Source: an optimization exercise on an open RTL-to-GDS flow (aim: small area). Production flows keep margins and buffers that such runs may drop. The RTL was checked by simulation tests, not by an equivalence proof against the original design. Power is estimated from default activity; no workload was simulated.

==> design.v <==
package mg_pkg;
  typedef logic [8*8-1:0] data_t;
  typedef logic [8-1:0] keep_t;
  typedef logic [82*8-1:0] buf_t;
  typedef logic [6:0] buf_len_t;
  typedef logic [8*8-1:0] sn_t;
  typedef logic [6*8-1:0] name_t;
  typedef logic [31:0] ip_addr_t;
  typedef logic [15:0] ip_port_t;
  typedef logic [47:0] mac_addr_t;
  typedef logic [4*8-1:0] sgap_t;
  typedef enum logic [1:0] {IDLE, DECODE, APPLY} ctrl_state_e;
  typedef enum logic [1:0] {OP_NONE, OP_RESN, OP_SGAP} cfg_op_e;
endpackage
`timescale 1ns/1ps
module mg_node (
  input  logic              clk_in,
  input  logic              rst_in,
  input  logic              rx_valid,
  input  mg_pkg::data_t     rx_data,
  input  mg_pkg::keep_t     rx_keep,
  input  logic              rx_last,
  output logic              credit_return,
  output logic              dev_en,
  output mg_pkg::sn_t       dev_sn,
  output mg_pkg::ip_addr_t  mcgroup_addr,
  output mg_pkg::ip_port_t  mcgroup_port,
  output mg_pkg::mac_addr_t src_mac_addr,
  output mg_pkg::ip_addr_t  src_ip_addr,
  output mg_pkg::ip_port_t  src_port,
  output mg_pkg::sgap_t     local_sgap
);
  localparam logic [95:0] CMD_RESN   = "fonwin:resn:";
  localparam logic [31:0] LOCAL_SGAP = "sgap";
  localparam logic [47:0] DEV_NAME   = "f9pcap";
  localparam logic [1:0] C_MID  = 2'd0;
  localparam logic [1:0] C_NONE = 2'd1;
  localparam logic [1:0] C_RESN = 2'd2;
  localparam logic [1:0] C_SGAP = 2'd3;
  logic [2:0] cnt;
  logic [1:0] wp, rp;
  logic [1:0] qcode [4];
  logic [1:0] hold;      
  logic [1:0] op_q;
  logic       pop;
  logic       apply_resn, apply_sgap, apply_any;
  logic [1:0] frame_code;
  assign pop        = (cnt != 3'd0) && (hold == 2'd0);
  assign apply_any  = (hold == 2'd3) && op_q[1];
  assign apply_resn = apply_any && !op_q[0];
  assign apply_sgap = apply_any &&  op_q[0];
  always_ff @(posedge clk_in) begin
    if (rx_valid) qcode[wp] <= rx_last ? frame_code : C_MID;
  end
  always_ff @(posedge clk_in) begin
    if (rst_in) begin
      cnt           <= '0;
      wp            <= '0;
      rp            <= '0;
      hold          <= '0;
      credit_return <= 1'b0;
    end else begin
      credit_return <= pop;
      if (rx_valid) wp <= wp + 2'd1;
      if (pop)      rp <= rp + 2'd1;
      case ({rx_valid, pop})
        2'b10:   cnt <= cnt + 3'd1;
        2'b01:   cnt <= cnt - 3'd1;
        default: cnt <= cnt;
      endcase
      if (hold != 2'd0) hold <= hold + 2'd1;
      else if (pop && qcode[rp] != C_MID) hold <= 2'd1;
    end
  end
  always_ff @(posedge clk_in) begin
    if (pop) op_q <= qcode[rp];
  end
  logic [5:0] acnt;
  logic [3:0] nbytes;
  logic [5:0] len_next;
  logic [7:0] lane_d [8];
  logic       lane_k [8];
  logic [7:0] s1_d [8], s2_d [8], rot_d [8];
  logic       s1_k [8], s2_k [8], rot_k [8];
  logic [2:0] row [8];
  logic [43:0] we;
  assign nbytes   = 4'($countones(rx_keep));
  assign len_next = acnt + 6'(nbytes);
  always_comb begin
    for (int i = 0; i < 8; i++) begin
      lane_d[i] = rx_data[(7-i)*8 +: 8];
      lane_k[i] = rx_keep[7-i];
    end
    for (int j = 0; j < 8; j++) begin
      s1_d[j]  = acnt[0] ? lane_d[(j+7)%8] : lane_d[j];
      s1_k[j]  = acnt[0] ? lane_k[(j+7)%8] : lane_k[j];
    end
    for (int j = 0; j < 8; j++) begin
      s2_d[j]  = acnt[1] ? s1_d[(j+6)%8] : s1_d[j];
      s2_k[j]  = acnt[1] ? s1_k[(j+6)%8] : s1_k[j];
    end
    for (int j = 0; j < 8; j++) begin
      rot_d[j] = acnt[2] ? s2_d[(j+4)%8] : s2_d[j];
      rot_k[j] = acnt[2] ? s2_k[(j+4)%8] : s2_k[j];
    end
    for (int j = 0; j < 8; j++) begin
      row[j] = acnt[5:3] + ((3'(j) < acnt[2:0]) ? 3'd1 : 3'd0);
    end
    for (int p = 0; p < 44; p++) begin
      we[p] = rot_k[p%8] && (row[p%8] == 3'(p/8));
    end
  end
  logic        hr, hs, hn;         
  logic        ok_r, ok_s, ok_n;
  logic        pend_resn;          
  logic        pend_name;          
  logic        wb, ab;             
  logic [7:0]  bank0 [18:31];
  logic [7:0]  bank1 [18:31];
  logic [7:0]  tail  [32:43];
  logic [7:0]  abank [18:31];
  logic [63:0] sn_ref;
  logic        resn_done, sgap_done;
  always_comb begin
    for (int p = 18; p < 32; p++) abank[p] = ab ? bank1[p] : bank0[p];
  end
  assign sn_ref = pend_resn ? {abank[18], abank[19], abank[20], abank[21],
                               abank[22], abank[23], abank[24], abank[25]}
                            : dev_sn;
  always_comb begin
    ok_r = 1'b1;
    ok_s = 1'b1;
    ok_n = 1'b1;
    for (int p = 0; p < 12; p++) begin
      if (we[p] && rot_d[p%8] != CMD_RESN[(11-p)*8 +: 8]) ok_r = 1'b0;
    end
    for (int p = 0; p < 8; p++) begin
      if (we[p] && rot_d[p%8] != sn_ref[(7-p)*8 +: 8]) ok_s = 1'b0;
    end
    for (int p = 8; p < 12; p++) begin
      if (we[p] && rot_d[p%8] != LOCAL_SGAP[(11-p)*8 +: 8]) ok_s = 1'b0;
    end
    for (int p = 12; p < 18; p++) begin
      if (we[p] && rot_d[p%8] != DEV_NAME[(17-p)*8 +: 8]) ok_n = 1'b0;
    end
  end
  assign resn_done  = hr && ok_r && (len_next == 6'd44);
  assign sgap_done  = hs && ok_s && (len_next == 6'd22);
  assign frame_code = resn_done ? C_RESN : (sgap_done ? C_SGAP : C_NONE);
  always_ff @(posedge clk_in) begin
    if (rst_in) begin
      acnt      <= '0;
      hr        <= 1'b1;
      hs        <= 1'b1;
      hn        <= 1'b1;
      wb        <= 1'b0;
      ab        <= 1'b0;
      pend_resn <= 1'b0;
    end else begin
      if (rx_valid) begin
        if (rx_last) begin
          acnt <= '0;
          hr   <= 1'b1;
          hs   <= 1'b1;
          hn   <= 1'b1;
          if (resn_done || sgap_done) wb <= !wb;
        end else begin
          if (!(acnt[5] && acnt[4])) acnt <= len_next;
          hr <= hr && ok_r;
          hs <= hs && ok_s;
          hn <= hn && ok_n;
        end
      end
      if (apply_any) ab <= !ab;
      if (rx_valid && rx_last && resn_done) pend_resn <= 1'b1;
      else if (apply_resn) pend_resn <= 1'b0;
    end
  end
  always_ff @(posedge clk_in) begin
    if (rx_valid && rx_last && resn_done) pend_name <= hn && ok_n;
  end
  always_ff @(posedge clk_in) begin
    for (int p = 18; p < 32; p++) begin
      if (rx_valid && we[p] && !wb) bank0[p] <= rot_d[p%8];
      if (rx_valid && we[p] &&  wb) bank1[p] <= rot_d[p%8];
    end
    for (int p = 32; p < 44; p++) begin
      if (rx_valid && we[p]) tail[p] <= rot_d[p%8];
    end
  end
  logic name_ok;
  always_ff @(posedge clk_in) begin
    if (rst_in) begin
      dev_en       <= 1'b0;
      name_ok      <= 1'b0;
      dev_sn       <= '0;
      mcgroup_addr <= '0;
      mcgroup_port <= '0;
      src_mac_addr <= '0;
      src_ip_addr  <= '0;
      src_port     <= '0;
      local_sgap   <= '0;
    end else begin
      dev_en <= name_ok;
      if (apply_resn) begin
        name_ok      <= pend_name;
        dev_sn       <= {abank[18], abank[19], abank[20], abank[21],
                         abank[22], abank[23], abank[24], abank[25]};
        mcgroup_addr <= {abank[26], abank[27], abank[28], abank[29]};
        mcgroup_port <= {abank[30], abank[31]};
        src_mac_addr <= {tail[32], tail[33], tail[34], tail[35], tail[36], tail[37]};
        src_ip_addr  <= {tail[38], tail[39], tail[40], tail[41]};
        src_port     <= {tail[42], tail[43]};
      end
      if (apply_sgap) begin
        local_sgap   <= {abank[18], abank[19], abank[20], abank[21]};
      end
    end
  end
endmodule
==> flow/run.sh <==
#!/bin/bash
# Layout flow: the standard synthesis, then the combinational logic between
# the (untouched) registers is remapped by ABC for area and proved equivalent
# to the standard netlist; then the standard ORFS layout with single-size port
# buffers and a clock tree of small buffers.
set -euo pipefail
F=$(pwd)/flow
R=$(pwd)/orfs/results/sky130hd/mg_node/base
LIB=$FLOW_HOME/platforms/sky130hd/lib/sky130_fd_sc_hd__tt_025C_1v80.lib

bash standard.sh synth > synth_std.log 2>&1

# --- remap combinational logic ---
cp $R/1_2_yosys.v $R/1_2_yosys.std.v
cat > resynth.ys <<EOY
read_liberty -ignore_miss_func $LIB
blackbox $(cat $F/seqcells.txt)
read_verilog $R/1_2_yosys.std.v
hierarchy -top $FLOW_TOP
flatten
opt_clean
abc -script $F/area.script -liberty $LIB $(cat $F/dontuse.txt) -D 8000
opt_clean -purge
hilomap -singleton -hicell sky130_fd_sc_hd__conb_1 HI -locell sky130_fd_sc_hd__conb_1 LO
splitnets
opt_clean -purge
stat -liberty $LIB
write_verilog -noattr -noexpr -nohex -nodec $R/1_2_yosys.new.v
EOY
ok=0
if yosys -l resynth.log -q resynth.ys > /dev/null 2>&1; then
  # combinational equivalence with the registers as cut points
  python3 $F/cutff.py $R/1_2_yosys.std.v eq_a.v $F/seqcells.txt
  python3 $F/cutff.py $R/1_2_yosys.new.v eq_b.v $F/seqcells.txt
  cat > eq.ys <<EOY
read_liberty -ignore_miss_func $LIB
read_verilog eq_a.v
rename $FLOW_TOP gold
read_verilog eq_b.v
rename $FLOW_TOP gate
flatten gold gate
miter -equiv -flatten gold gate miter
hierarchy -top miter
opt_clean
techmap
opt -fast
aigmap
write_aiger -zinit eq_miter.aig
EOY
  if yosys -l eq_yosys.log -q eq.ys > /dev/null 2>&1; then
    yosys-abc -c "read_aiger eq_miter.aig; strash; iprove" > eq_abc.log 2>&1 || true
    na=$(grep -c '^\s*sky130_fd_sc_hd__\(dfxtp\|edfxtp\|dfrtp\|dfxbp\)' $R/1_2_yosys.std.v || true)
    nb=$(grep -c '^\s*sky130_fd_sc_hd__\(dfxtp\|edfxtp\|dfrtp\|dfxbp\)' $R/1_2_yosys.new.v || true)
    if grep -q "^UNSATISFIABLE" eq_abc.log && [ "$na" = "$nb" ]; then ok=1; fi
  fi
fi
if [ $ok = 1 ]; then
  echo "remapped netlist proved equivalent; using it" > resynth_status.log
  cp $R/1_2_yosys.new.v $R/1_2_yosys.v
else
  echo "remap not used" > resynth_status.log
fi
rm -f $R/1_synth.odb
touch $R/1_2_yosys.v

export BUFFER_PORTS_ARGS="-buffer_cell sky130_fd_sc_hd__buf_1"
export CTS_ARGS="-sink_clustering_enable -repair_clock_nets -dont_use_dummy_load -buf_list {sky130_fd_sc_hd__clkbuf_4}"
bash standard.sh finish > standard.log 2>&1
==> flow/area.script <==
strash
dc2
dch -f
amap -m -F 4 -A 10
topo
==> flow/cutff.py <==
import re,sys
# cutff.py IN.v OUT.v seqcells.txt : replace sequential cell instances with ports
seq=set(open(sys.argv[3]).read().split())
txt=open(sys.argv[1]).read()
m=re.search(r'module\s+(\w+)\s*\((.*?)\);',txt,re.S)
head_ports=m.group(2)
newports=[];decls=[];assigns=[]
def repl(mm):
    typ,inst,body=mm.group(1),mm.group(2),mm.group(3)
    if typ not in seq: return mm.group(0)
    pins=re.findall(r'\.(\w+)\(([^()]*)\)',body)
    base=re.sub(r'[^A-Za-z0-9_]','_',inst.strip().lstrip('\\'))
    for p,net in pins:
        net=net.strip()
        if p in ('Q','Q_N'):
            pn=f'ff_{base}_{p}'; newports.append(pn); decls.append(f'input {pn};'); assigns.append(f'assign {net} = {pn} ;')
        elif p in ('CLK','GATE','CLK_N'):
            continue
        else:
            pn=f'ffin_{base}_{p}'; newports.append(pn); decls.append(f'output {pn};'); assigns.append(f'assign {pn} = {net} ;')
    return ''
body=re.sub(r'^\s*(sky130_fd_sc_hd__\w+)\s+(\S+)\s*\((.*?)\);',repl,txt,flags=re.S|re.M)
newports.sort()
body=body.replace(m.group(0),f'module {m.group(1)}({head_ports}, {", ".join(newports)});\n'+'\n'.join(sorted(decls)),1)
body=body.replace('endmodule','\n'.join(assigns)+'\nendmodule')
open(sys.argv[2],'w').write(body)
==> flow/dontuse.txt <==
-dont_use sky130_fd_sc_hd__probe_p_8 -dont_use sky130_fd_sc_hd__probec_p_8 -dont_use sky130_fd_sc_hd__lpflow_bleeder_1 -dont_use sky130_fd_sc_hd__lpflow_clkbufkapwr_1 -dont_use sky130_fd_sc_hd__lpflow_clkbufkapwr_16 -dont_use sky130_fd_sc_hd__lpflow_clkbufkapwr_2 -dont_use sky130_fd_sc_hd__lpflow_clkbufkapwr_4 -dont_use sky130_fd_sc_hd__lpflow_clkbufkapwr_8 -dont_use sky130_fd_sc_hd__lpflow_clkinvkapwr_1 -dont_use sky130_fd_sc_hd__lpflow_clkinvkapwr_16 -dont_use sky130_fd_sc_hd__lpflow_clkinvkapwr_2 -dont_use sky130_fd_sc_hd__lpflow_clkinvkapwr_4 -dont_use sky130_fd_sc_hd__lpflow_clkinvkapwr_8 -dont_use sky130_fd_sc_hd__lpflow_decapkapwr_12 -dont_use sky130_fd_sc_hd__lpflow_decapkapwr_3 -dont_use sky130_fd_sc_hd__lpflow_decapkapwr_4 -dont_use sky130_fd_sc_hd__lpflow_decapkapwr_6 -dont_use sky130_fd_sc_hd__lpflow_decapkapwr_8 -dont_use sky130_fd_sc_hd__lpflow_inputiso0n_1 -dont_use sky130_fd_sc_hd__lpflow_inputiso0p_1 -dont_use sky130_fd_sc_hd__lpflow_inputiso1n_1 -dont_use sky130_fd_sc_hd__lpflow_inputiso1p_1 -dont_use sky130_fd_sc_hd__lpflow_inputisolatch_1 -dont_use sky130_fd_sc_hd__lpflow_isobufsrc_1 -dont_use sky130_fd_sc_hd__lpflow_isobufsrc_16 -dont_use sky130_fd_sc_hd__lpflow_isobufsrc_2 -dont_use sky130_fd_sc_hd__lpflow_isobufsrc_4 -dont_use sky130_fd_sc_hd__lpflow_isobufsrc_8 -dont_use sky130_fd_sc_hd__lpflow_isobufsrckapwr_16 -dont_use sky130_fd_sc_hd__lpflow_lsbuf_lh_hl_isowell_tap_1 -dont_use sky130_fd_sc_hd__lpflow_lsbuf_lh_hl_isowell_tap_2 -dont_use sky130_fd_sc_hd__lpflow_lsbuf_lh_hl_isowell_tap_4 -dont_use sky130_fd_sc_hd__lpflow_lsbuf_lh_isowell_4 -dont_use sky130_fd_sc_hd__lpflow_lsbuf_lh_isowell_tap_1 -dont_use sky130_fd_sc_hd__lpflow_lsbuf_lh_isowell_tap_2 -dont_use sky130_fd_sc_hd__lpflow_lsbuf_lh_isowell_tap_4 
==> flow/seqcells.txt <==
sky130_fd_sc_hd__dfbbn_1 sky130_fd_sc_hd__dfbbn_2 sky130_fd_sc_hd__dfbbp_1 sky130_fd_sc_hd__dfrbp_1 sky130_fd_sc_hd__dfrbp_2 sky130_fd_sc_hd__dfrtn_1 sky130_fd_sc_hd__dfrtp_1 sky130_fd_sc_hd__dfrtp_2 sky130_fd_sc_hd__dfrtp_4 sky130_fd_sc_hd__dfsbp_1 sky130_fd_sc_hd__dfsbp_2 sky130_fd_sc_hd__dfstp_1 sky130_fd_sc_hd__dfstp_2 sky130_fd_sc_hd__dfstp_4 sky130_fd_sc_hd__dfxbp_1 sky130_fd_sc_hd__dfxbp_2 sky130_fd_sc_hd__dfxtp_1 sky130_fd_sc_hd__dfxtp_2 sky130_fd_sc_hd__dfxtp_4 sky130_fd_sc_hd__dlrbn_1 sky130_fd_sc_hd__dlrbn_2 sky130_fd_sc_hd__dlrbp_1 sky130_fd_sc_hd__dlrbp_2 sky130_fd_sc_hd__dlrtn_1 sky130_fd_sc_hd__dlrtn_2 sky130_fd_sc_hd__dlrtn_4 sky130_fd_sc_hd__dlrtp_1 sky130_fd_sc_hd__dlrtp_2 sky130_fd_sc_hd__dlrtp_4 sky130_fd_sc_hd__dlxbn_1 sky130_fd_sc_hd__dlxbn_2 sky130_fd_sc_hd__dlxbp_1 sky130_fd_sc_hd__dlxtn_1 sky130_fd_sc_hd__dlxtn_2 sky130_fd_sc_hd__dlxtn_4 sky130_fd_sc_hd__dlxtp_1 sky130_fd_sc_hd__edfxbp_1 sky130_fd_sc_hd__edfxtp_1 sky130_fd_sc_hd__lpflow_inputisolatch_1 sky130_fd_sc_hd__sdfbbn_1 sky130_fd_sc_hd__sdfbbn_2 sky130_fd_sc_hd__sdfbbp_1 sky130_fd_sc_hd__sdfrbp_1 sky130_fd_sc_hd__sdfrbp_2 sky130_fd_sc_hd__sdfrtn_1 sky130_fd_sc_hd__sdfrtp_1 sky130_fd_sc_hd__sdfrtp_2 sky130_fd_sc_hd__sdfrtp_4 sky130_fd_sc_hd__sdfsbp_1 sky130_fd_sc_hd__sdfsbp_2 sky130_fd_sc_hd__sdfstp_1 sky130_fd_sc_hd__sdfstp_2 sky130_fd_sc_hd__sdfstp_4 sky130_fd_sc_hd__sdfxbp_1 sky130_fd_sc_hd__sdfxbp_2 sky130_fd_sc_hd__sdfxtp_1 sky130_fd_sc_hd__sdfxtp_2 sky130_fd_sc_hd__sdfxtp_4 sky130_fd_sc_hd__sedfxbp_1 sky130_fd_sc_hd__sedfxbp_2 sky130_fd_sc_hd__sedfxtp_1 sky130_fd_sc_hd__sedfxtp_2 sky130_fd_sc_hd__sedfxtp_4
==> standard.sh <==
#!/bin/bash
# synth_recipe.tcl (not shown) runs the flow's synth.tcl, then flattens the netlist and writes it again
# the make line also repeats each setting of config.mk as NAME=value (left out here)
make -C /OpenROAD-flow-scripts/flow DESIGN_CONFIG=/design/flow/config.mk WORK_HOME=/design/flow/orfs CLKGATE_MAP_FILE= SYNTH_SCRIPT=/design/flow/synth_recipe.tcl "${@:-finish}"
==> config.mk <==
export PLATFORM = sky130hd
export DESIGN_NAME = mg_node
export DESIGN_NICKNAME = mg_node
export VERILOG_FILES = /design/flow/design.v
export SDC_FILE = /design/flow/constraint.sdc
export NUM_CORES = 8
export LEC_CHECK = 0
export ABC_AREA = 1
export CAP_MARGIN = 20
export CORE_MARGIN = 2
export CORE_UTILIZATION = 45
export SLEW_MARGIN = 20
==> constraint.sdc <==
create_clock -name core_clock -period 8.0 [get_ports {clk_in}]
set_input_delay 1.6000 -clock core_clock [delete_from_list [all_inputs] [get_ports {clk_in}]]
set_output_delay 1.6000 -clock core_clock [all_outputs]
set_load 0.01 [all_outputs]
==> results by group, run 1 <==
Outcome
  – Outcome: finished clean

Routing
  – # DRC: 0
  – 1st-pass router iterations: 5
  – DR vias/cell: 6.19
  – ANT nets after route: 0
  – WL final: 77400 microns
  – Routed wire length per instance: 24.3 microns
  – DR iter-0 viols: 1920
  – Routed via count: 19700

Pwr
  – Switch share: 0.287
  – Pleak: 0.00855 uW
  – Switch Pwr: 1830 uW
  – Worst IR Drop VDD: 0.000147 V
  – Clock power frac: 0.305
  – Comb power frac: 0.155
  – PD cells: 236 mW/mm^2
  – Flop pwr share: 0.540
  – Cell Int Power: 4530 uW

Floorplan
  – Core ar.: 0.0512 sq mm
  – Starting Density: 0.454
  – Die width: 231 microns
  – FP Rows: 83
  – Num ports: 318
  – Die height: 231 microns
  – Die ar.: 0.0535 sq mm

Cells and area
  – Post-layout util: 0.526
  – Layout cell share with drive strength beyond 1: 0.0897
  – Area grow syn2layout: 15.8%
  – Final cell count without fillers: 3181
  – Final net count: 2576
  – Final instance area: 0.0269 sq mm

Flow run
  – Max-Cap Viols: 0

CTS
  – Setup Fix Bufs, Post-CTS: 0
  – Cts bufs inserted: 154
  – Clock-pin slew on the worst setup and hold paths: 0.06 ns
  – CTS tree: done
  – CTS Buffer Depth: 3
  – Cts hold-fix bufs: 0
  – H-tree depth: 4
  – Cts repair resizes: 0
  – Clock latency on the worst-skew pair: 1.00 ns
  – Clock sinks: 597
  – Root Driver: clkbuf_4

Global route
  – Global-route wire length before repair: 114000 microns
  – Total Routing Usage GR: 0.286
  – Antenna violations before repair: 5
  – Global route overflow: 0
  – Number of global-route vias before repair: 18400
  – Largest net degree at the start of global routing: 106

STA
  – Post-route clock period utilization: 0.695
  – Clk_skew: 0.0938 ns
  – Setup TNS: 0 ns
  – Slew @ Worst Pin: 1.29 ns
  – Final setup fails: 0
  – Fmax achieved: 0.180 GHz
  – Max_slew headroom: 0.139
  – Minimum clock period: 5.56 ns
  – Fin. max-slew vios: 0
  – Hold WS: 0.433 ns
  – Final Hold Fails: 0
  – RSZ-0062 raised after global routing: no

Synthesis
  – Yosys warning count: 14
  – Mapped Nets: 2050
  – Cell area after synthesis: 0.0233 sq mm
  – Cells after Synth: 1974
  – Syn Area/Cell: 11.8 sq um

Min path
  – Min-Delay Startpoint: name_ok
  – HP Class: reg -> reg

Placement
  – Placed Cells: 3023
  – Dpl hpwl: 52900 microns
  – Gpl congestion: 0.919
  – DP Area: 0.0257 sq mm
  – Buffers added on ports: 317

Setup path
  – Critical Path AT: 6.39 ns
  – Worst Path Required: 8.83 ns
  – CP Launch Type: register
  – Worst r2r src: ab
  – Worst Setup SP: ab
  – CP max FO: 57
  – Setup crit end kind: register
  – Worst setup path category: reg -> reg
## metrics by stage
stage / total power [uW] / setup WS (ns)
4_1_cts: 6380 / 2.63
3_3_place_gp: 4430 / 2.45
3_5_place_dp: 4460 / 2.33
5_1_grt: 6640 / 2.21
2_1_floorplan: 4040 / 0.263
6_report: 6360 / 2.44
## placed cells by master, fill, tap and decap left out, drive strengths merged, types with 61 or more instances in the layout
cell,count
buf,371
edfxtp,331
a21oi,158
o221a,98
o22ai,374
o21ai,136
clkbuf,154
nand2,61
dfxtp,266
nor2,172
clkinv,146
## per-layer routing
layer  track usage  part of all wire  up-vias
li1              -                 -     9034
met1         0.395              0.43     9603
met2         0.424              0.44      927
met3        0.0972              0.11      110
met4        0.0929             0.024        4
met5             0           0.00022        -
## state kept, by name, indices dropped and copies added, names as in the netlist, 2 cells and up, named ones only
signal / cells
bank0: 112
bank1: 112
tail: 96
dev_sn: 64
src_mac_addr: 48
local_sgap: 32
mcgroup_addr: 32
src_ip_addr: 32
mcgroup_port: 16
src_port: 16
qcode: 8
acnt: 6
cnt: 3
hold: 2
op_q: 2
rp: 2
wp: 2
## layout make-up
cell class	instances	area (sq um)
diodes	3	7.51
clock buffers	154	1160
fillers	4620	24300
inverters	150	568
multi-input cells	1226	7470
flip-flops and latches	597	15300
well taps	680	851
repair buffers	371	1610
## worst paths after layout
| check | end | slack (ns) | depth (start not counted) |
|---|---|---|---|
| worst max-delay path | wb | 2.44 | 18 |
| worst min-delay path | dev_en | 0.43 | 2 |
| worst max register to register | wb | 2.44 | 18 |
| worst min register to register | dev_en | 0.43 | 2 |
## power groups by stage
| stage | clock network (uW) | registers, uW | logic (uW) |
|---|---|---|---|
| after floorplan | 0 | 3520 | 516 |
| after global placement | 0 | 3500 | 936 |
| after detailed placement | 0 | 3500 | 954 |
| after CTS | 1990 | 3440 | 959 |
| after global routing | 2140 | 3440 | 1050 |
| final | 1940 | 3440 | 984 |
## critical path: stages (launching register included)
cell and delay, ns:
dfxtp_4 0.53, clkinv_2 0.09, buf_4 0.58, buf_4 0.72, o22ai_1 0.26, a21oi_1 0.23, nand2_1 0.07, o21ai_0 0.12
o221ai_1 0.17, a2111oi_0 0.67, a311oi_1 0.29, nor4_1 0.37, o2111ai_1 0.28, or4_1 0.46, nor2_1 0.11, a21oi_1 0.09
nor2_1 0.16, nor2_1 0.05, a211oi_1 0.16
==> run 2, diff against run 1 <==
--- a/flow/run.sh
+++ b/flow/run.sh
@@ -66,3 +66,3 @@
 export BUFFER_PORTS_ARGS="-buffer_cell sky130_fd_sc_hd__buf_1"
-export CTS_ARGS="-sink_clustering_enable -repair_clock_nets -dont_use_dummy_load -buf_list {sky130_fd_sc_hd__clkbuf_4}"
+export CTS_ARGS="-sink_clustering_enable -repair_clock_nets -dont_use_dummy_load -sink_clustering_size 9 -sink_clustering_max_diameter 45 -buf_list {sky130_fd_sc_hd__clkbuf_4}"
 bash standard.sh finish > standard.log 2>&1
==> results by group, run 2 <==
STA
  – Max_slew headroom: 0.144 (was 0.139)
  – Fin. max-slew vios: 0 (unchanged)
  – Post-route clock period utilization: 0.706 (was 0.695)
  – Minimum clock period: 5.65 ns (was 5.56 ns)
  – Fmax achieved: 0.177 GHz (was 0.180 GHz)
  – Final setup fails: 0 (unchanged)
  – Setup TNS: 0 ns (unchanged)
  – Final Hold Fails: 0 (unchanged)
  – Clk_skew: 0.0829 ns (was 0.0938 ns)
  – Worst setup margin: 2.35 ns (was 2.44 ns)
  – RSZ-0062 raised after global routing: no (unchanged)
  – Slew @ Worst Pin: 1.28 ns (was 1.29 ns)
  – Hold WS: 0.438 ns (was 0.433 ns)

Placement
  – Gpl congestion: 0.919 (unchanged)
  – Buffers added on ports: 317 (unchanged)
  – Pre-CTS setup slack: 2.33 ns (unchanged)
  – Dpl hpwl: 52900 microns (unchanged)

Routing
  – Routed wire length per instance: 24.7 microns (was 24.3 microns)
  – WL final: 76800 microns (was 77400 microns)
  – 1st-pass router iterations: 5 (unchanged)
  – Routed via count: 19400 (was 19700)
  – DR iter-0 viols: 1899 (was 1920)
  – DR vias/cell: 6.23 (was 6.19)
  – ANT nets after route: 0 (unchanged)
  – # DRC: 0 (unchanged)

Pwr
  – Worst IR Drop VDD: 0.000128 V (was 0.000147 V)
  – Clock power frac: 0.245 (was 0.305)
  – Cell Int Power: 4130 uW (was 4530 uW)
  – Comb power frac: 0.168 (was 0.155)
  – Pleak: 0.00821 uW (was 0.00855 uW)
  – Switch Pwr: 1720 uW (was 1830 uW)
  – Flop pwr share: 0.587 (was 0.540)
  – PD cells: 222 mW/mm^2 (was 236 mW/mm^2)
  – Switch share: 0.294 (was 0.287)

Floorplan
  – Die height: 231 microns (unchanged)
  – Num ports: 318 (unchanged)
  – FP Rows: 83 (unchanged)
  – Die ar.: 0.0535 sq mm (unchanged)
  – Core ar.: 0.0512 sq mm (unchanged)
  – Die width: 231 microns (unchanged)
  – Starting Density: 0.454 (unchanged)

Setup path
  – Setup crit end kind: register (unchanged)
  – CP max FO: 57 (unchanged)
  – Reg2reg setup slack: 2.35 ns (was 2.44 ns)
  – FF-to-FF path depth: 18 (unchanged)
  – Worst setup path category: reg -> reg (unchanged)
  – R2r endpoint: wb (unchanged)
  – Worst Path Required: 8.74 ns (was 8.83 ns)
  – Worst r2r src: ab (unchanged)
  – CP Launch Type: register (unchanged)
  – Critical Path AT: 6.39 ns (about the same)

Cells and area
  – Largest regs: bank0 (112), bank1 (112), tail (96) (unchanged)
  – Post-layout util: 0.515 (was 0.526)
  – Most frequent cells in the layout: o22ai_1 (373), edfxtp_1 (331), buf_1 (317), dfxtp_1 (261), nor2_1 (171) (unchanged)
  – Commonest non-fill, non-tap cell in the layout: o22ai_1 (unchanged)
  – Area grow syn2layout: 13.3% (was 15.8%)
  – Layout cell share with drive strength beyond 1: 0.0623 (was 0.0897)
  – Final net count: 2503 (was 2576)
  – Fill count: 4624 (was 4620)

CTS
  – Clock-pin slew on the worst setup and hold paths: 0.10 ns (was 0.06 ns)
  – Clock sinks: 597 (unchanged)
  – Cts bufs inserted: 82 (was 154)
  – Cts repair resizes: 0 (unchanged)
  – Clock latency on the worst-skew pair: 0.82 ns (was 1.00 ns)
  – CTS Buffer Depth: 3 (unchanged)
  – Root Driver: clkbuf_4 (unchanged)
  – H-tree depth: 3 (was 4)
  – Setup Fix Bufs, Post-CTS: 0 (unchanged)
  – CTS tree: done (unchanged)
  – Cts hold-fix bufs: 0 (unchanged)

Outcome
  – Outcome: finished clean (unchanged)

Synthesis
  – Yosys warning count: 14 (unchanged)
  – Mapped Nets: 2050 (unchanged)
  – Cells after Synth: 1974 (unchanged)
  – Cell area after synthesis: 0.0233 sq mm (unchanged)
  – Syn Area/Cell: 11.8 sq um (unchanged)

Min path
  – WHS Endpoint: dev_en (unchanged)
  – Hold path depth: 2 (unchanged)
  – HP Class: reg -> reg (unchanged)
  – Min-Delay Startpoint: name_ok (unchanged)

Global route
  – Global route overflow: 0 (unchanged)
  – Total Routing Usage GR: 0.282 (was 0.286)
  – Number of global-route vias before repair: 17900 (was 18400)
  – Largest net degree at the start of global routing: 106 (unchanged)
  – Global-route wire length before repair: 113000 microns (was 114000 microns)
  – Antenna violations before repair: 2 (was 5)

Flow run
  – Max-Cap Viols: 0 (unchanged)
-- run 2: cell type report --
| class | instances | area [sq um] | area share |
|---|---|---|---|
| Sequential cell | 597 | 15300 | 0.579 |
| Multi-Input combinational cell | 1226 | 7470 | 0.283 |
| Timing Repair Buffer | 370 | 1590 | 0.0602 |
| Tap cell | 680 | 851 | 0.0323 |
| Clock buffer | 82 | 616 | 0.0233 |
| Inverter | 150 | 568 | 0.0215 |
| Antenna cell | 3 | 7.51 | 0.000285 |
-- run 2: routing by layer --
metal  vias up  track usage  part of all wire
li1       8870            -                 -
met1      9484        0.399              0.44
met2       895        0.423              0.44
met3       112       0.0736              0.10
met4         2       0.0881             0.023
met5         -            0           0.00016
-- run 2: per-stage QoR --
stage	std cells	cell area [sq um]	total power [uW]
2_1_floorplan	1974	23300	4040
3_3_place_gp	3023	25700	4430
3_5_place_dp	3023	25700	4460
4_1_cts	3105	26400	5850
5_1_grt	3107	26400	6080
6_report	3108	26400	5850
-- run 2: worst max path at each step --
stage	start	end	slack (ns)
after floorplan	ab	wb	0.26
after global placement	rx_data[60]	wb	2.45
after detailed placement	rx_data[60]	wb	2.33
after CTS	ab	wb	2.63
after global routing	ab	wb	2.24
final	ab	wb	2.35
-- run 2: critical path: stages, from the launching register on --
cell and delay, ns:
dfxtp_4 0.54, clkinv_2 0.09, buf_4 0.58, buf_4 0.72, o22ai_1 0.26, a21oi_1 0.23, nand2_1 0.07, o21ai_0 0.12
o221ai_1 0.17, a2111oi_0 0.70, a311oi_1 0.30, nor4_1 0.41, o2111ai_1 0.29, or4_1 0.46, nor2_1 0.11, a21oi_1 0.10
nor2_1 0.16, nor2_1 0.05, a211oi_1 0.16
-- run 2: power by group through the flow --
stage / Sequential (uW) / Clock [uW] / Combinational [uW]
floorplan: 3520 / 0 / 516
global placement: 3500 / 0 / 936
detailed placement: 3500 / 0 / 954
CTS: 3430 / 1460 / 958
global route: 3440 / 1580 / 1050
finish: 3430 / 1430 / 982
==> run 3, diff against run 2 <==
--- a/flow/run.sh
+++ b/flow/run.sh
@@ -66,3 +66,3 @@
 export BUFFER_PORTS_ARGS="-buffer_cell sky130_fd_sc_hd__buf_1"
-export CTS_ARGS="-sink_clustering_enable -repair_clock_nets -dont_use_dummy_load -sink_clustering_size 9 -sink_clustering_max_diameter 45 -buf_list {sky130_fd_sc_hd__clkbuf_4}"
+export CTS_ARGS="-sink_clustering_enable -repair_clock_nets -dont_use_dummy_load -sink_clustering_size 18 -sink_clustering_max_diameter 60 -buf_list {sky130_fd_sc_hd__clkbuf_8}"
 bash standard.sh finish > standard.log 2>&1
==> results by group, run 3 <==
CTS
  – Root Driver: clkbuf_8 (was clkbuf_4)
  – Clock latency on the worst-skew pair: 0.67 ns (was 0.82 ns)
  – Setup Fix Bufs, Post-CTS: 0 (unchanged)
  – H-tree depth: 2 (was 3)
  – Cts hold-fix bufs: 0 (unchanged)
  – Cts bufs inserted: 45 (was 82)
  – Cts repair resizes: 0 (unchanged)
  – CTS tree: done (unchanged)
  – Clock-pin slew on the worst setup and hold paths: 0.11 ns (was 0.10 ns)
  – Clock sinks: 597 (unchanged)
  – CTS Buffer Depth: 3 (unchanged)

STA
  – Setup TNS: 0 ns (unchanged)
  – Hold WS: 0.433 ns (was 0.438 ns)
  – Max_slew headroom: 0.176 (was 0.144)
  – RSZ-0062 raised after global routing: no (unchanged)
  – Fmax achieved: 0.182 GHz (was 0.177 GHz)
  – Slew @ Worst Pin: 1.24 ns (was 1.28 ns)
  – Post-route clock period utilization: 0.688 (was 0.706)
  – Clk_skew: 0.0635 ns (was 0.0829 ns)
  – Fin. max-slew vios: 0 (unchanged)
  – Final setup fails: 0 (unchanged)
  – Minimum clock period: 5.50 ns (was 5.65 ns)
  – Final Hold Fails: 0 (unchanged)

Global route
  – Largest net degree at the start of global routing: 106 (unchanged)
  – GRT busiest layer: met2 (unchanged)
  – Global-route wire length before repair: 112000 microns (was 113000 microns)
  – Global route overflow: 0 (unchanged)
  – Met2 usage: 0.422 (was 0.423)
  – Antenna violations before repair: 1 (was 2)
  – Total Routing Usage GR: 0.278 (was 0.282)
  – Number of global-route vias before repair: 17500 (was 17900)
  – Grt met3 use: 0.0538 (was 0.0736)
  – Grt met1 use: 0.413 (was 0.399)

Synthesis
  – Yosys warning count: 14 (unchanged)
  – Cells after Synth: 1974 (unchanged)
  – Cell area after synthesis: 0.0233 sq mm (unchanged)
  – Mapped Nets: 2050 (unchanged)
  – Syn Area/Cell: 11.8 sq um (unchanged)

Pwr
  – Clock power frac: 0.246 (was 0.245)
  – Comb power frac: 0.167 (was 0.168)
  – Pleak: 0.00816 uW (was 0.00821 uW)
  – PD cells: 222 mW/mm^2 (about the same)
  – Switch Pwr: 1690 uW (was 1720 uW)
  – Flop pwr share: 0.587 (about the same)
  – Cell Int Power: 4160 uW (was 4130 uW)
  – Worst IR Drop VDD: 0.0000998 V (was 0.000128 V)
  – Switch share: 0.289 (was 0.294)

Routing
  – Routed wire length per instance: 24.9 microns (was 24.7 microns)
  – Routed via count: 19100 (was 19400)
  – WL final: 76300 microns (was 76800 microns)
  – # DRC: 0 (unchanged)
  – 1st-pass router iterations: 5 (unchanged)
  – DR vias/cell: 6.23 (about the same)
  – ANT nets after route: 0 (unchanged)
  – DR iter-0 viols: 2002 (was 1899)

Setup path
  – Worst setup path category: reg -> reg (unchanged)
  – Max incr delay on CP: 0.73 ns (was 0.72 ns)
  – Critical Path AT: 6.08 ns (was 6.39 ns)
  – Worst path slowest cell: buf_4 (unchanged)
  – CP max FO: 57 (unchanged)
  – Worst Path Required: 8.58 ns (was 8.74 ns)
  – Crit path top cell by count: nor2_1 (unchanged)
  – R2r endpoint: wb (unchanged)
  – CP Cell Sequence: clkinv_2 -> buf_4 -> buf_4 -> o22ai_1 -> a21oi_1 -> nand2_1 -> o21ai_0 -> o221ai_1 -> a2111oi_0 -> a311oi_1 -> nor4_1 -> o2111ai_1 -> or4_1 -> nor2_1 -> a21oi_1 -> nor2_1 -> nor2_1 -> a211oi_1 (unchanged)
  – CP Launch Type: register (unchanged)
  – FF-to-FF path depth: 18 (unchanged)
  – Worst r2r src: ab (unchanged)
  – Setup crit end kind: register (unchanged)
  – Reg2reg setup slack: 2.50 ns (was 2.35 ns)

Floorplan
  – Starting Density: 0.454 (unchanged)
  – Die ar.: 0.0535 sq mm (unchanged)
  – Num ports: 318 (unchanged)
  – Die height: 231 microns (unchanged)
  – FP Rows: 83 (unchanged)
  – Core ar.: 0.0512 sq mm (unchanged)
  – Die width: 231 microns (unchanged)

Cells and area
  – Most frequent cells in the layout: o22ai_1 (373), edfxtp_1 (331), buf_1 (317), dfxtp_1 (261), nor2_1 (171) (unchanged)
  – Ant diodes: 0 (was 3)
  – Largest regs: bank0 (112), bank1 (112), tail (96) (unchanged)
  – Area of the multi-input gates: 0.00747 sq mm (unchanged)
  – Area grow syn2layout: 13.3% (about the same)
  – Commonest non-fill, non-tap cell in the layout: o22ai_1 (unchanged)
  – Register area: 0.0153 sq mm (unchanged)
  – Layout cell share with drive strength beyond 1: 0.0477 (was 0.0623)
  – Fill count: 4598 (was 4624)
  – Final net count: 2466 (was 2503)

Min path
  – Hold path depth: 2 (unchanged)
  – HP Class: reg -> reg (unchanged)
  – WHS Endpoint: dev_en (unchanged)
  – Min-Delay Startpoint: name_ok (unchanged)

Placement
  – Dpl hpwl: 52900 microns (unchanged)
  – Buffers added on ports: 317 (unchanged)
  – Gpl congestion: 0.919 (unchanged)

Outcome
  – Outcome: finished clean (unchanged)

Flow run
  – Max-Cap Viols: 0 (unchanged)
-- run 3: changes by cell type in the layout (fill, tap and decap cells not counted) --
cell | previous run | this run
clkbuf_4 | 82 | 0
clkbuf_8 | 0 | 45
diode_2 | 3 | 0
-- run 3: metal layers --
layer | wire, microns | vias to the layer above
met5 | 12 | -
met2 | 33800 | 825
met4 | 1640 | 2
li1 | - | 8749
met1 | 33900 | 9422
met3 | 6960 | 107
-- run 3: cell type report --
cell class,count,share of cell area
flip-flops and latches,597,0.579
well taps,680,0.0323
multi-input cells,1226,0.283
repair buffers,370,0.0602
inverters,150,0.0215
clock buffers,45,0.0235
-- run 3: stage by stage --
step	worst slack, ns	total power (uW)	cells	cell area [sq um]	util
2_1_floorplan	0.263	4040	1974	23300	-
3_3_place_gp	2.45	4430	3023	25700	0.503
3_5_place_dp	2.33	4460	3023	25700	0.503
4_1_cts	2.61	5850	3068	26400	0.515
5_1_grt	2.21	6060	3068	26400	0.515
6_report	2.50	5850	3068	26400	0.515
-- run 3: worst max-delay path by stage --
stage / from / endpoint / slack, ns / cells past startpoint
global route: ab / wb / 2.21 / 18
CTS: ab / qcode[0][1] / 2.61 / 16
floorplan: ab / wb / 0.26 / 17
finish: ab / wb / 2.50 / 18
global placement: rx_data[60] / wb / 2.45 / 19
detailed placement: rx_data[60] / wb / 2.33 / 19
-- run 3: critical path: cells and delay by family, from the launching register on --
| kind | cells | cell delay [ns] |
|---|---|---|
| and+or+nand+nor | 6 | 1.19 |
| buffers and inverters | 3 | 1.41 |
| DFF | 1 | 0.54 |
| AOI/OAI and AO/OA | 9 | 2.20 |
-- run 3: power groups by stage --
stage                     sequential (uW)  clock [uW]  combinational, uW
after floorplan                      3520           0                516
after global placement               3500           0                936
after detailed placement             3500           0                954
after CTS                            3430        1460                958
after global routing                 3440        1570               1050
final                                3430        1440                980
==> run 4, diff against run 3 <==
--- a/design.v
+++ b/design.v
@@ -86,3 +86,5 @@
   logic [43:0] we;
-  assign nbytes   = 4'($countones(rx_keep));
+  assign nbytes   = rx_keep[0] ? 4'd8 : rx_keep[1] ? 4'd7 : rx_keep[2] ? 4'd6 :
+                    rx_keep[3] ? 4'd5 : rx_keep[4] ? 4'd4 : rx_keep[5] ? 4'd3 :
+                    rx_keep[6] ? 4'd2 : 4'd1;
   assign len_next = acnt + 6'(nbytes);
@@ -109,3 +111,3 @@
     for (int p = 0; p < 44; p++) begin
-      we[p] = rot_k[p%8] && (row[p%8] == 3'(p/8));
+      we[p] = (acnt <= 6'(p)) && (len_next > 6'(p));
     end
@@ -191,29 +193,33 @@
   logic name_ok;
-  always_ff @(posedge clk_in) begin
-    if (rst_in) begin
-      dev_en       <= 1'b0;
-      name_ok      <= 1'b0;
-      dev_sn       <= '0;
-      mcgroup_addr <= '0;
-      mcgroup_port <= '0;
-      src_mac_addr <= '0;
-      src_ip_addr  <= '0;
-      src_port     <= '0;
-      local_sgap   <= '0;
-    end else begin
-      dev_en <= name_ok;
-      if (apply_resn) begin
-        name_ok      <= pend_name;
-        dev_sn       <= {abank[18], abank[19], abank[20], abank[21],
-                         abank[22], abank[23], abank[24], abank[25]};
-        mcgroup_addr <= {abank[26], abank[27], abank[28], abank[29]};
-        mcgroup_port <= {abank[30], abank[31]};
-        src_mac_addr <= {tail[32], tail[33], tail[34], tail[35], tail[36], tail[37]};
-        src_ip_addr  <= {tail[38], tail[39], tail[40], tail[41]};
-        src_port     <= {tail[42], tail[43]};
-      end
-      if (apply_sgap) begin
-        local_sgap   <= {abank[18], abank[19], abank[20], abank[21]};
-      end
-    end
+  logic r_ld0, r_ld1, r_hold, g_ld0, g_ld1, g_hold;
+  logic [111:0] rb0, rb1, rq, rd;
+  logic [95:0]  tl, tq, td;
+  logic [31:0]  gb0, gb1, gq, gd;
+  assign r_ld0  = apply_resn && !ab && !rst_in;
+  assign r_ld1  = apply_resn &&  ab && !rst_in;
+  assign r_hold = !apply_resn && !rst_in;
+  assign g_ld0  = apply_sgap && !ab && !rst_in;
+  assign g_ld1  = apply_sgap &&  ab && !rst_in;
+  assign g_hold = !apply_sgap && !rst_in;
+  always_comb begin
+    for (int p = 18; p < 32; p++) begin
+      rb0[(31-p)*8 +: 8] = bank0[p];
+      rb1[(31-p)*8 +: 8] = bank1[p];
+    end
+    for (int p = 32; p < 44; p++) tl[(43-p)*8 +: 8] = tail[p];
+    gb0 = rb0[111:80];
+    gb1 = rb1[111:80];
+  end
+  assign rq = {dev_sn, mcgroup_addr, mcgroup_port};
+  assign tq = {src_mac_addr, src_ip_addr, src_port};
+  assign gq = local_sgap;
+  assign rd = ({112{r_ld0}} & rb0) | ({112{r_ld1}} & rb1) | ({112{r_hold}} & rq);
+  assign td = ({96{r_ld0 | r_ld1}} & tl) | ({96{r_hold}} & tq);
+  assign gd = ({32{g_ld0}} & gb0) | ({32{g_ld1}} & gb1) | ({32{g_hold}} & gq);
+  always_ff @(posedge clk_in) begin
+    {dev_sn, mcgroup_addr, mcgroup_port}    <= rd;
+    {src_mac_addr, src_ip_addr, src_port}   <= td;
+    local_sgap                              <= gd;
+    dev_en  <= name_ok && !rst_in;
+    name_ok <= ((r_ld0 | r_ld1) && pend_name) || (r_hold && name_ok);
   end
--- a/flow/run.sh
+++ b/flow/run.sh
@@ -66,3 +66,3 @@
 export BUFFER_PORTS_ARGS="-buffer_cell sky130_fd_sc_hd__buf_1"
-export CTS_ARGS="-sink_clustering_enable -repair_clock_nets -dont_use_dummy_load -sink_clustering_size 18 -sink_clustering_max_diameter 60 -buf_list {sky130_fd_sc_hd__clkbuf_8}"
+export CTS_ARGS="-sink_clustering_enable -repair_clock_nets -dont_use_dummy_load -buf_list {sky130_fd_sc_hd__clkbuf_2}"
 bash standard.sh finish > standard.log 2>&1
==> results by group, run 4 <==
Outcome
  – Outcome: finished clean (unchanged)

Synthesis
  – Cells after Synth: 1866 (was 1974)
  – Yosys warning count: 14 (unchanged)
  – Mapped Nets: 1942 (was 2050)
  – Cell area after synthesis: 0.0228 sq mm (was 0.0233 sq mm)
  – Syn Area/Cell: 12.2 sq um (was 11.8 sq um)

Setup path
  – Worst path slowest cell: nor3_1 (was buf_4)
  – R2r endpoint: wb (unchanged)
  – Worst Path Required: 9.19 ns (was 8.58 ns)
  – Critical Path AT: 7.41 ns (was 6.08 ns)
  – CP Launch Type: input pin (was register)
  – Reg2reg setup slack: 2.05 ns (was 2.50 ns)
  – Worst r2r src: acnt[2] (was ab)
  – Max incr delay on CP: 0.50 ns (was 0.73 ns)
  – CP max FO: 8 (was 57)
  – Setup crit end kind: register (unchanged)
  – Worst setup path category: in -> reg (was reg -> reg)
  – FF-to-FF path depth: 22 (was 18)
  – Crit path top cell by count: nor2_1 (unchanged)

Global route
  – Largest net degree at the start of global routing: 104 (was 106)
  – Number of global-route vias before repair: 18600 (was 17500)
  – Global-route wire length before repair: 117000 microns (was 112000 microns)
  – Antenna violations before repair: 1 (unchanged)
  – Global route overflow: 0 (unchanged)
  – Total Routing Usage GR: 0.301 (was 0.278)

Cells and area
  – Final net count: 2476 (was 2466)
  – Fill count: 4617 (was 4598)
  – Final instance area: 0.0262 sq mm (was 0.0264 sq mm)
  – Layout cell share with drive strength beyond 1: 0.101 (was 0.0477)
  – Final cell count without fillers: 3071 (was 3068)
  – Commonest non-fill, non-tap cell in the layout: o22ai_1 (unchanged)
  – Most frequent cells in the layout: o22ai_1 (371), edfxtp_1 (331), buf_1 (316), dfxtp_1 (261), clkinv_1 (232) (was o22ai_1 (373), edfxtp_1 (331), buf_1 (317), dfxtp_1 (261), nor2_1 (171))
  – Largest regs: bank0 (112), bank1 (112), tail (96) (unchanged)
  – Area grow syn2layout: 14.8% (was 13.3%)

CTS
  – CTS tree: done (unchanged)
  – Root Driver: clkbuf_2 (was clkbuf_8)
  – H-tree depth: 4 (was 2)
  – Clock-pin slew on the worst setup and hold paths: 0.10 ns (was 0.11 ns)
  – CTS Buffer Depth: 3 (unchanged)
  – Cts repair resizes: 0 (unchanged)
  – Clock latency on the worst-skew pair: 1.35 ns (was 0.67 ns)
  – Clock sinks: 597 (unchanged)
  – Setup Fix Bufs, Post-CTS: 0 (unchanged)
  – Cts hold-fix bufs: 0 (unchanged)
  – Cts bufs inserted: 151 (was 45)

Min path
  – Hold path depth: 2 (unchanged)
  – HP Class: reg -> reg (unchanged)
  – WHS Endpoint: mcgroup_addr[3] (was dev_en)
  – Min-Delay Startpoint: bank1[29][3] (was name_ok)

STA
  – Post-route clock period utilization: 0.777 (was 0.688)
  – Fmax achieved: 0.161 GHz (was 0.182 GHz)
  – Minimum clock period: 6.22 ns (was 5.50 ns)
  – Fin. max-slew vios: 0 (unchanged)
  – Slew @ Worst Pin: 1.04 ns (was 1.24 ns)
  – Clk_skew: 0.165 ns (was 0.0635 ns)
  – Max_slew headroom: 0.310 (was 0.176)
  – Final setup fails: 0 (unchanged)
  – RSZ-0062 raised after global routing: no (unchanged)
  – Hold WS: 0.379 ns (was 0.433 ns)
  – Final Hold Fails: 0 (unchanged)

Placement
  – Buffers added on ports: 316 (was 317)
  – DP Area: 0.0254 sq mm (was 0.0257 sq mm)
  – Gpl congestion: 1.02 (was 0.919)
  – Dpl hpwl: 55500 microns (was 52900 microns)
  – Placed Cells: 2918 (was 3023)

Pwr
  – Pleak: 0.00834 uW (was 0.00816 uW)
  – PD cells: 224 mW/mm^2 (was 222 mW/mm^2)
  – Worst IR Drop VDD: 0.000167 V (was 0.0000998 V)

Floorplan
  – Core ar.: 0.0501 sq mm (was 0.0512 sq mm)
  – FP Rows: 82 (was 83)
  – Die height: 229 microns (was 231 microns)
  – Die width: 229 microns (was 231 microns)
  – Die ar.: 0.0524 sq mm (was 0.0535 sq mm)
  – Num ports: 318 (unchanged)
  – Starting Density: 0.455 (was 0.454)

Routing
  – DR iter-0 viols: 1782 (was 2002)
  – # DRC: 0 (unchanged)
  – ANT nets after route: 0 (unchanged)
  – DR vias/cell: 6.27 (was 6.23)
  – 1st-pass router iterations: 6 (was 5)
  – WL final: 80400 microns (was 76300 microns)
  – Routed wire length per instance: 26.2 microns (was 24.9 microns)
  – Routed via count: 19300 (was 19100)

Flow run
  – Max-Cap Viols: 0 (unchanged)
-- run 4: cell types whose count changed in the layout (fill, tap and decap cells not counted), sizes merged, moves of 87 or more --
| cell | change |
|---|---|
| a21oi | -116 |
| clkbuf | +106 |
| a32o | +97 |
| o221a | -97 |
| o21ai | -89 |
| clkinv | +87 |
-- run 4: worst max-delay path: cells and delay by family --
kind / cells / cell delay [ns]
buffers and inverters: 6 / 1.22
AOI/OAI and AO/OA: 8 / 1.22
and+or+nand+nor: 17 / 3.34
-- run 4: final cells by class --
type | instances | area (sq um) | share of cell area
diodes | 1 | 2.50 | 0.0000956
clock buffers | 151 | 756 | 0.0289
inverters | 239 | 898 | 0.0343
multi-input cells | 1029 | 6690 | 0.256
flip-flops and latches | 597 | 15300 | 0.584
well taps | 672 | 841 | 0.0321
repair buffers | 382 | 1710 | 0.0652
-- run 4: how the worst max path moves through the flow --
stage          startpoint        end  cells past startpoint
6_report       rx_keep[5]         wb                     31
2_1_floorplan      rst_in  dev_sn[0]                      3
3_3_place_gp   rx_keep[5]         wb                     31
5_1_grt        rx_keep[5]         wb                     32
3_5_place_dp   rx_keep[5]         wb                     31
4_1_cts        rx_keep[5]         wb                     31
-- run 4: metrics by stage --
| step | TNS, ns | setup slack (ns) | total power [uW] | utilization |
|---|---|---|---|---|
| floorplan | -115.63 | -1.88 | 3960 | - |
| global route | 0 | 1.30 | 6110 | 0.523 |
| CTS | 0 | 2.08 | 5890 | 0.522 |
| detailed placement | 0 | 0.673 | 4350 | 0.507 |
| global placement | 0 | 0.726 | 4340 | 0.506 |
| finish | 0 | 1.78 | 5850 | 0.523 |
-- run 4: routing by layer --
layer  part of all wire  global-route usage  vias up
met4              0.039               0.136        0
met5                  0                   0        -
met3              0.087              0.0700      185
met2               0.48               0.488      984
met1               0.40               0.386     9430
li1                   -                   -     8653
-- run 4: power breakdown --
group          switching (uW)  total (uW)  internal (uW)
clock                    1060        1550            491
combinational             643         886            243
sequential               52.3        3420           3360
==> run 5, diff against run 4 <==
--- a/flow/run.sh
+++ b/flow/run.sh
@@ -66,3 +66,3 @@
 export BUFFER_PORTS_ARGS="-buffer_cell sky130_fd_sc_hd__buf_1"
-export CTS_ARGS="-sink_clustering_enable -repair_clock_nets -dont_use_dummy_load -buf_list {sky130_fd_sc_hd__clkbuf_2}"
+export CTS_ARGS="-sink_clustering_enable -repair_clock_nets -dont_use_dummy_load -sink_clustering_size 35 -sink_clustering_max_diameter 80 -buf_list {sky130_fd_sc_hd__clkbuf_16}"
 bash standard.sh finish > standard.log 2>&1
==> results by group, run 5 <==
Cells and area
  – Layout cell share with drive strength beyond 1: 0.0523 (was 0.101)
  – Register area: 0.0153 sq mm (unchanged)
  – Area of the multi-input gates: 0.00669 sq mm (about the same)
  – Final net count: 2354 (was 2476)
  – Most frequent cells in the layout: o22ai_1 (371), edfxtp_1 (331), buf_1 (316), dfxtp_1 (261), clkinv_1 (232) (unchanged)
  – Area grow syn2layout: 14.7% (was 14.8%)
  – Final instance area: 0.0261 sq mm (was 0.0262 sq mm)
  – Largest regs: bank0 (112), bank1 (112), tail (96) (unchanged)
  – Commonest non-fill, non-tap cell in the layout: o22ai_1 (unchanged)
  – Fill count: 4526 (was 4617)

Floorplan
  – Die height: 229 microns (unchanged)
  – Starting Density: 0.455 (unchanged)
  – FP Rows: 82 (unchanged)
  – Core ar.: 0.0501 sq mm (unchanged)
  – Die width: 229 microns (unchanged)
  – Die ar.: 0.0524 sq mm (unchanged)
  – Num ports: 318 (unchanged)

STA
  – Minimum clock period: 6.90 ns (was 6.22 ns)
  – Slew @ Worst Pin: 1.05 ns (was 1.04 ns)
  – Max_slew headroom: 0.302 (was 0.310)
  – Fin. max-slew vios: 0 (unchanged)
  – RSZ-0062 raised after global routing: no (unchanged)
  – Clk_skew: 0.0840 ns (was 0.165 ns)
  – Post-route clock period utilization: 0.862 (was 0.777)
  – Final Hold Fails: 0 (unchanged)
  – Hold WS: 0.419 ns (was 0.379 ns)
  – Fmax achieved: 0.145 GHz (was 0.161 GHz)
  – Final setup fails: 0 (unchanged)

Setup path
  – Setup crit end kind: register (unchanged)
  – Worst Setup SP: rx_keep[5] (unchanged)
  – Worst Path Required: 8.47 ns (was 9.19 ns)
  – CP max FO: 8 (unchanged)
  – Worst setup path category: in -> reg (unchanged)
  – Crit path top cell by count: nor2_1 (unchanged)
  – Worst path slowest cell: nor3_1 (unchanged)
  – Max incr delay on CP: 0.47 ns (was 0.50 ns)
  – Worst r2r src: acnt[2] (unchanged)
  – CP Launch Type: input pin (unchanged)
  – Critical Path AT: 7.37 ns (was 7.41 ns)

Global route
  – Largest net degree at the start of global routing: 104 (unchanged)
  – Total Routing Usage GR: 0.291 (was 0.301)
  – Global route overflow: 0 (unchanged)
  – Number of global-route vias before repair: 17700 (was 18600)
  – Global-route wire length before repair: 115000 microns (was 117000 microns)
  – Antenna violations before repair: 0 (was 1)

Routing
  – DR vias/cell: 6.27 (about the same)
  – 1st-pass router iterations: 6 (unchanged)
  – # DRC: 0 (unchanged)
  – DR iter-0 viols: 1771 (was 1782)
  – WL final: 79200 microns (was 80400 microns)
  – Routed via count: 18500 (was 19300)
  – ANT nets after route: 0 (unchanged)
  – Routed wire length per instance: 26.8 microns (was 26.2 microns)

CTS
  – Cts repair resizes: 0 (unchanged)
  – CTS tree: done (unchanged)
  – CTS Buffer Depth: 3 (unchanged)
  – H-tree depth: 1 (was 4)
  – Clock-pin slew on the worst setup and hold paths: 0.09 ns (was 0.10 ns)
  – Setup Fix Bufs, Post-CTS: 0 (unchanged)
  – Root Driver: clkbuf_16 (was clkbuf_2)
  – Cts bufs inserted: 29 (was 151)
  – Clock latency on the worst-skew pair: 0.64 ns (was 1.35 ns)
  – Clock sinks: 597 (unchanged)
  – Cts hold-fix bufs: 0 (unchanged)

Pwr
  – Pleak: 0.00807 uW (was 0.00834 uW)
  – Switch Pwr: 1600 uW (was 1760 uW)
  – Flop pwr share: 0.583 (was 0.584)
  – PD cells: 224 mW/mm^2 (about the same)
  – Switch share: 0.274 (was 0.300)
  – Clock power frac: 0.266 (was 0.265)
  – Worst IR Drop VDD: 0.000150 V (was 0.000167 V)
  – Comb power frac: 0.151 (about the same)
  – Cell Int Power: 4250 uW (was 4100 uW)

Synthesis
  – Mapped Nets: 1942 (unchanged)
  – Syn Area/Cell: 12.2 sq um (unchanged)
  – Yosys warning count: 14 (unchanged)
  – Cells after Synth: 1866 (unchanged)
  – Cell area after synthesis: 0.0228 sq mm (unchanged)

Flow run
  – Max-Cap Viols: 0 (unchanged)

Placement
  – Dpl hpwl: 55500 microns (unchanged)
  – Gpl congestion: 1.02 (unchanged)
  – DP Area: 0.0254 sq mm (unchanged)
  – Buffers added on ports: 316 (unchanged)

Outcome
  – Outcome: finished clean (unchanged)

Min path
  – Min-Delay Startpoint: name_ok (was bank1[29][3])
  – HP Class: reg -> reg (unchanged)
run 5: cell types whose count changed in the layout (fill, tap and decap cells not counted):
cell | before | now
a2111oi_0 | 4 | 5
a2111oi_1 | 1 | 0
clkbuf_16 | 0 | 29
clkbuf_2 | 151 | 0
run 5: power by group through the flow:
stage / sequential (uW) / clock, uW / combinational (uW)
3_5_place_dp: 3490 / 0 / 865
4_1_cts: 3420 / 1580 / 868
2_1_floorplan: 3500 / 0 / 467
5_1_grt: 3430 / 1680 / 943
3_3_place_gp: 3480 / 0 / 852
6_report: 3420 / 1560 / 883
run 5: worst paths after layout:
path	to	depth (start not counted)	slack, ns
hold / removal	dev_en	1	0.42
setup reg to reg	wb	22	2.03
setup / recovery	wb	31	1.10
hold reg to reg	dev_en	1	0.42
run 5: cell type report:
class / count / area share
Antenna cell: 1 / 0.0000958
Multi-Input combinational cell: 1029 / 0.256
Tap cell: 672 / 0.0322
Timing Repair Buffer: 382 / 0.0653
Inverter: 239 / 0.0344
Sequential cell: 597 / 0.584
Clock buffer: 29 / 0.0278
run 5: metrics by stage:
stage	worst slack [ns]	utilization	TNS (ns)	instances	total power, uW
after detailed placement	0.673	0.507	0	2918	4350
after global routing	0.573	0.522	0	2948	6050
after CTS	1.21	0.521	0	2947	5870
after global placement	0.726	0.506	0	2917	4340
final	1.10	0.522	0	2949	5860
after floorplan	-1.88	-	-115.63	1866	3960
run 5: layer usage:
layer,routed length [microns],vias to the layer above,track usage,share of wire
li1,-,8355,-,-
met5,0,-,0.00551,0
met3,6050,132,0.0413,0.076
met1,32400,9183,0.390,0.41
met4,2350,0,0.0950,0.030
met2,38400,809,0.489,0.48
run 5: worst max-delay path, delay by kind of cell:
| family | cells | cell delay [ns] |
|---|---|---|
| compound gates | 8 | 1.24 |
| buf+inv | 6 | 1.23 |
| simple gates | 17 | 3.29 |
==> run 6, diff against run 5 <==
--- a/flow/run.sh
+++ b/flow/run.sh
@@ -65,4 +65,6 @@
 
+export DONT_USE_CELLS="sky130_fd_sc_hd__buf_4 sky130_fd_sc_hd__buf_6 sky130_fd_sc_hd__buf_8 sky130_fd_sc_hd__buf_12 sky130_fd_sc_hd__buf_16"
+export GPL_KEEP_OVERFLOW=0
 export BUFFER_PORTS_ARGS="-buffer_cell sky130_fd_sc_hd__buf_1"
-export CTS_ARGS="-sink_clustering_enable -repair_clock_nets -dont_use_dummy_load -sink_clustering_size 35 -sink_clustering_max_diameter 80 -buf_list {sky130_fd_sc_hd__clkbuf_16}"
+export CTS_ARGS="-sink_clustering_enable -repair_clock_nets -dont_use_dummy_load -sink_clustering_size 9 -sink_clustering_max_diameter 45 -buf_list {sky130_fd_sc_hd__clkbuf_4}"
 bash standard.sh finish > standard.log 2>&1
==> results by group, run 6 <==
STA
  – Fin. max-slew vios: 0 (unchanged)
  – Setup TNS: 0 ns (unchanged)
  – Minimum clock period: 7.06 ns (was 6.90 ns)
  – Final setup fails: 0 (unchanged)
  – Slew @ Worst Pin: 1.15 ns (was 1.05 ns)
  – Clk_skew: 0.106 ns (was 0.0840 ns)
  – Fmax achieved: 0.142 GHz (was 0.145 GHz)
  – Max_slew headroom: 0.233 (was 0.302)
  – Final Hold Fails: 0 (unchanged)
  – RSZ-0062 raised after global routing: no (unchanged)
  – Post-route clock period utilization: 0.882 (was 0.862)

Routing
  – ANT nets after route: 0 (unchanged)
  – DR vias/cell: 6.32 (was 6.27)
  – # DRC: 0 (unchanged)
  – WL final: 79000 microns (was 79200 microns)
  – Routed wire length per instance: 26.6 microns (was 26.8 microns)
  – Routed via count: 18800 (was 18500)
  – DR iter-0 viols: 1656 (was 1771)
  – 1st-pass router iterations: 8 (was 6)

Cells and area
  – Layout cell share with drive strength beyond 1: 0.0671 (was 0.0523)
  – Final instance area: 0.0262 sq mm (was 0.0261 sq mm)
  – Register area: 0.0153 sq mm (about the same)
  – Final net count: 2373 (was 2354)
  – Area grow syn2layout: 15.1% (was 14.7%)
  – Largest regs: bank0 (112), bank1 (112), tail (96) (unchanged)
  – Fill count: 4556 (was 4526)
  – Most frequent cells in the layout: o22ai_1 (362), edfxtp_1 (331), buf_1 (316), dfxtp_1 (260), clkinv_1 (232) (was o22ai_1 (371), edfxtp_1 (331), buf_1 (316), dfxtp_1 (261), clkinv_1 (232))
  – Area of the multi-input gates: 0.00678 sq mm (was 0.00669 sq mm)
  – Final cell count without fillers: 2968 (was 2949)
  – Commonest non-fill, non-tap cell in the layout: o22ai_1 (unchanged)

Floorplan
  – Starting Density: 0.455 (unchanged)
  – FP Rows: 82 (unchanged)
  – Die width: 229 microns (unchanged)
  – Die ar.: 0.0524 sq mm (unchanged)
  – Die height: 229 microns (unchanged)
  – Num ports: 318 (unchanged)
  – Core ar.: 0.0501 sq mm (unchanged)

Setup path
  – Setup crit end kind: register (unchanged)
  – Worst setup path category: in -> reg (unchanged)
  – Crit path top cell by count: nor2_1 (unchanged)
  – Delay-heaviest family, CP: simple AND/OR/NAND/NOR gates (unchanged)
  – Critical Path AT: 7.81 ns (was 7.37 ns)
  – Worst path slowest cell: nor4_1 (was nor3_1)
  – CP max FO: 8 (unchanged)
  – CP Buf/Inv Count: 6 (unchanged)
  – CP Launch Type: input pin (unchanged)
  – Max incr delay on CP: 0.47 ns (about the same)
  – Worst Path Required: 8.75 ns (was 8.47 ns)

Outcome
  – Outcome: finished clean (unchanged)

Synthesis
  – Cells after Synth: 1866 (unchanged)
  – Yosys warning count: 14 (unchanged)
  – Cell area after synthesis: 0.0228 sq mm (unchanged)
  – Mapped Nets: 1942 (unchanged)
  – Syn Area/Cell: 12.2 sq um (unchanged)

Pwr
  – Pleak: 0.00808 uW (was 0.00807 uW)
  – Total power: 5730 uW (was 5860 uW)
  – Worst IR Drop VDD: 0.000157 V (was 0.000150 V)
  – PD cells: 218 mW/mm^2 (was 224 mW/mm^2)

CTS
  – Root Driver: clkbuf_4 (was clkbuf_16)
  – Setup Fix Bufs, Post-CTS: 0 (unchanged)
  – Clock-pin slew on the worst setup and hold paths: 0.10 ns (was 0.09 ns)
  – Clock sinks: 597 (unchanged)
  – Cts bufs inserted: 82 (was 29)
  – Clock latency on the worst-skew pair: 0.86 ns (was 0.64 ns)
  – H-tree depth: 3 (was 1)
  – Cts repair resizes: 0 (unchanged)
  – Cts hold-fix bufs: 0 (unchanged)
  – CTS Buffer Depth: 3 (unchanged)
  – CTS tree: done (unchanged)

Placement
  – Buffers added on ports: 316 (unchanged)
  – Placed Cells: 2884 (was 2918)
  – DP Area: 0.0256 sq mm (was 0.0254 sq mm)
  – Dpl hpwl: 56700 microns (was 55500 microns)
  – Gpl congestion: 0.959 (was 1.02)

Global route
  – Number of global-route vias before repair: 17700 (about the same)
  – Global-route wire length before repair: 114000 microns (was 115000 microns)
  – Antenna violations before repair: 1 (was 0)
  – Largest net degree at the start of global routing: 72 (was 104)
  – Global route overflow: 0 (unchanged)
  – Total Routing Usage GR: 0.292 (was 0.291)

Flow run
  – Max-Cap Viols: 0 (unchanged)

Min path
  – HP Class: reg -> reg (unchanged)
run 6: path summary, 6_finish.rpt:
kind	cells after the start	slack, ns	start	endpoint
setup / recovery	31	0.94	rx_keep[5]	wb
hold / removal	2	0.42	bank0[31][5]	mcgroup_port[5]
setup reg to reg	24	1.37	acnt[0]	wb
hold reg to reg	2	0.42	bank0[31][5]	mcgroup_port[5]
run 6: final cells by class:
cell class	instances	area share
Timing Repair Buffer	348	0.0676
Clock buffer	82	0.0235
Inverter	239	0.0353
Multi-Input combinational cell	1029	0.259
Tap cell	672	0.0321
Antenna cell	1	0.0000954
Sequential cell	597	0.583
run 6: worst min-delay path: cells and delay by family (launching register included):
family,cells,cell delay (ns)
buf+inv,1,0.04
flops,1,0.32
compound gates,1,0.08
run 6: stage by stage:
step            util  setup WS (ns)  hold WS (ns)
6_report       0.524          0.945         0.420
5_1_grt        0.524          0.635         0.437
4_1_cts        0.523           1.33         0.416
3_5_place_dp   0.511          0.454         0.445
3_3_place_gp   0.496          -9.23         0.441
2_1_floorplan      -          -1.88         0.422
run 6: layer usage:
| layer | up-vias | GRT usage | share of wire |
|---|---|---|---|
| li1 | 8441 | - | - |
| met1 | 9332 | 0.393 | 0.42 |
| met2 | 858 | 0.484 | 0.48 |
| met3 | 127 | 0.0435 | 0.073 |
| met4 | 0 | 0.102 | 0.028 |
| met5 | - | 0 | 0 |
run 6: where the power goes:
group	switching, uW	leakage [uW]	internal [uW]
clock	958	0.000377	471
combinational	630	0.00257	240
sequential	63.8	0.00513	3360

[afterwards: timing with drivers on the ports]
No port has a modelled driver above. Below, the same layouts with a new extraction and two added sets of constraints.
Step 1 assumes that a clkbuf_16 drives the clock port and a buf_2 every other input.
Step 2 times the ports against the registers' clock, not the clock port: input delays grow and output delays shrink by t, the midpoint of the rising clock arrivals with the driver on.
Slacks: ideal ports / drivers / drivers and shift; pairs: ideal ports / drivers.
| run | t, ns | slack for setup (ns) | pins driven straight from the clock port |
|---|---|---|---|
| run 1 | 1.008 | 2.441 / 2.441 / 2.135 | 1 |
| run 2 | 0.842 | 2.352 / 2.352 / 2.106 | 1 |
| run 3 | 0.698 | 2.497 / 2.497 / 2.196 | 1 |
| run 4 | 1.318 | 1.781 / 1.814 / 0.496 | 1 |
| run 5 | 0.658 | 1.103 / 1.144 / 0.486 | 1 |
| run 6 | 0.877 | 0.945 / 0.968 / 0.091 | 1 |
After both steps every run listed still meets setup and hold. The setup slack of run 4, which loses most, moves by +0.033 ns with the drivers and by -1.285 ns with both steps.
